This design comes from an exercise in tuning for small area and a short achievable clock period on the open sky130 flow, not from production work.
Only simulation tests tie the RTL to the original design; equivalence was not proved.
Power and IR drop assume default switching activity.

## tundra
==> flow/design.v (excerpt) <==
module mp85_bus_target #(
    parameter logic [15:0] BASE_ADDR   = 16'h8000,
    parameter int          ADDR_BITS   = 8,
    parameter int          WAIT_STATES = 2
) (
    input  logic        clk,
    input  logic        rst,
    input  logic [15:0] address,
    input  logic        mem_read,
    input  logic        mem_write,
    input  logic [7:0]  data_in,
    output logic [7:0]  data_out,
    output logic        ready,
    output logic        selected,
    output logic        err
);
Size: about 4300 cells after synthesis, ~2200 flip-flops, about 39 I/O pins.
==> flow/config.mk <==
export PLATFORM = sky130hd
export DESIGN_NAME = mp85_bus_target
export DESIGN_NICKNAME = mp85_bus_target
export VERILOG_FILES = /design/flow/design.v
export SDC_FILE = /design/flow/constraint.sdc
export NUM_CORES = 4
export LEC_CHECK = 0
export CAP_MARGIN = 20
export CORE_MARGIN = 2
export CORE_UTILIZATION = 55
export CTS_CLUSTER_DIAMETER = 100
export CTS_CLUSTER_SIZE = 30
export SETUP_SLACK_MARGIN = 2.8
export SLEW_MARGIN = 20
==> flow/constraint.sdc <==
create_clock -name core_clock -period 5.0 [get_ports {clk}]
set_input_delay 1.0000 -clock core_clock [delete_from_list [all_inputs] [get_ports {clk}]]
set_output_delay 1.0000 -clock core_clock [all_outputs]
set_load 0.01 [all_outputs]
run.sh (not shown) runs the stock make flow with config.mk's settings and CLKGATE_MAP_FILE= SYNTH_SCRIPT=/design/flow/synth_recipe.tcl, a recipe that flattens the netlist after the stock synthesis.
tundra: no failed stages, no open violations at the end
> inputs changed (tundra -> indigo)
# tundra
export LEC_CHECK = 0
export CAP_MARGIN = 20
export CORE_MARGIN = 2
export CORE_UTILIZATION = 55
export CTS_CLUSTER_DIAMETER = 100
export CTS_CLUSTER_SIZE = 30
export SETUP_SLACK_MARGIN = 2.8
export SLEW_MARGIN = 20
create_clock -name core_clock -period 5.0 [get_ports {clk}]
# indigo
export LEC_CHECK = 0
export CAP_MARGIN = 20
export CORE_MARGIN = 2
export CORE_UTILIZATION = 40
export CTS_CLUSTER_DIAMETER = 100
export CTS_CLUSTER_SIZE = 30
export SETUP_SLACK_MARGIN = 2.9
export SLEW_MARGIN = 20
create_clock -name core_clock -period 5.0 [get_ports {clk}]
Findings:
indigo completed end to end with timing, DRC and antenna clean.
Comparing the two runs side by side, indigo comes out behind tundra on aggregate routed wire length.
Comparing tundra and indigo, the higher synthesis-to-finish area growth is on indigo.
NOTE: met1 usage in global routing in indigo falls short of that of tundra
Between indigo and tundra, it is indigo whose final cell count is higher, by 9.7%.
Higher length of routed wiring on met1 among tundra and indigo: indigo
> inputs changed (indigo -> fjord)
# indigo
export LEC_CHECK = 0
export CAP_MARGIN = 20
export CORE_MARGIN = 2
export CORE_UTILIZATION = 40
export CTS_CLUSTER_DIAMETER = 100
export CTS_CLUSTER_SIZE = 30
export SETUP_SLACK_MARGIN = 2.9
export SLEW_MARGIN = 20
create_clock -name core_clock -period 5.0 [get_ports {clk}]
# fjord
export LEC_CHECK = 0
export CAP_MARGIN = 20
export CORE_MARGIN = 2
export CORE_UTILIZATION = 55
export CTS_CLUSTER_DIAMETER = 100
export CTS_CLUSTER_SIZE = 30
export SETUP_SLACK_MARGIN = 3.0
export SLEW_MARGIN = 20
create_clock -name core_clock -period 5.0 [get_ports {clk}]
==> results.txt <==
On global-route track usage on met2, the higher figure sits with fjord, not indigo.
Compared with indigo, in fjord cell area after layout roughly the same, maximum frequency increased 0.88%, non-clock buffer count went up 39, post-CTS resize count now larger.
Proportion of synthesized chip area in sequential cells came out exactly the same in indigo and fjord.
indigo → fjord: hold slack went up by 0.017 ns; proportion of power drawn by the clock network went down by 0.3 points; via count went up by about 0.38%; routed wire length went up by about 2.6%.
## Diff of input files: nickel against fjord
# fjord
export LEC_CHECK = 0
export CAP_MARGIN = 20
export CORE_MARGIN = 2
export CORE_UTILIZATION = 55
export CTS_CLUSTER_DIAMETER = 100
export CTS_CLUSTER_SIZE = 30
export SETUP_SLACK_MARGIN = 3.0
export SLEW_MARGIN = 20
create_clock -name core_clock -period 5.0 [get_ports {clk}]
# nickel
export LEC_CHECK = 0
export CAP_MARGIN = 20
export CORE_MARGIN = 2
export CORE_UTILIZATION = 40
export CTS_CLUSTER_DIAMETER = 100
export CTS_CLUSTER_SIZE = 30
export SETUP_SLACK_MARGIN = 3.2
export SLEW_MARGIN = 20
create_clock -name core_clock -period 5.0 [get_ports {clk}]
--- outcome ---
The final standard cell utilization of the core of nickel is lower than that of fjord. Diff nickel..fjord | TritonCTS buffer count | unchanged. | register-to-register slack | fjord vs nickel | ≈ equal |. Compared with fjord, in nickel die area rose about 37%; leakage power of the design increased 5.8%. nickel against fjord: clock-buffer cell count fell by 1.1%, number of gates given a new drive strength after cts now larger.

## what the ideal ports hide
How much do the figures lean on ideal ports? The routed layouts below were timed once more, with nothing changed but the port constraints. Step 1 assumes that a clkbuf_16 drives the clock port and a buf_2 every other input. Step 2 moves the port delays by t, midway between the first and last clock arrival at a register: inputs arrive t later, outputs are due t later. That takes back most of the time a late clock gives input paths. a / b / c = no drivers / after step 1 / after step 2; a / b = the first two.
| run | shift t [ns] | setup WS [ns] | worst data-port slew with drivers (ns) |
|---|---|---|---|
| tundra | 0.766 | 2.730 / 2.664 / 2.102 | 0.05 |
| indigo | 0.780 | 2.717 / 2.647 / 2.198 | 0.05 |
| fjord | 0.774 | 2.737 / 2.664 / 2.282 | 0.04 |
| nickel | 0.778 | 2.714 / 2.644 / 2.267 | 0.04 |
After both steps setup and hold are still met in every run listed. The setup slack of tundra, which loses most, moves by -0.066 ns with the drivers and by -0.628 ns with both steps.
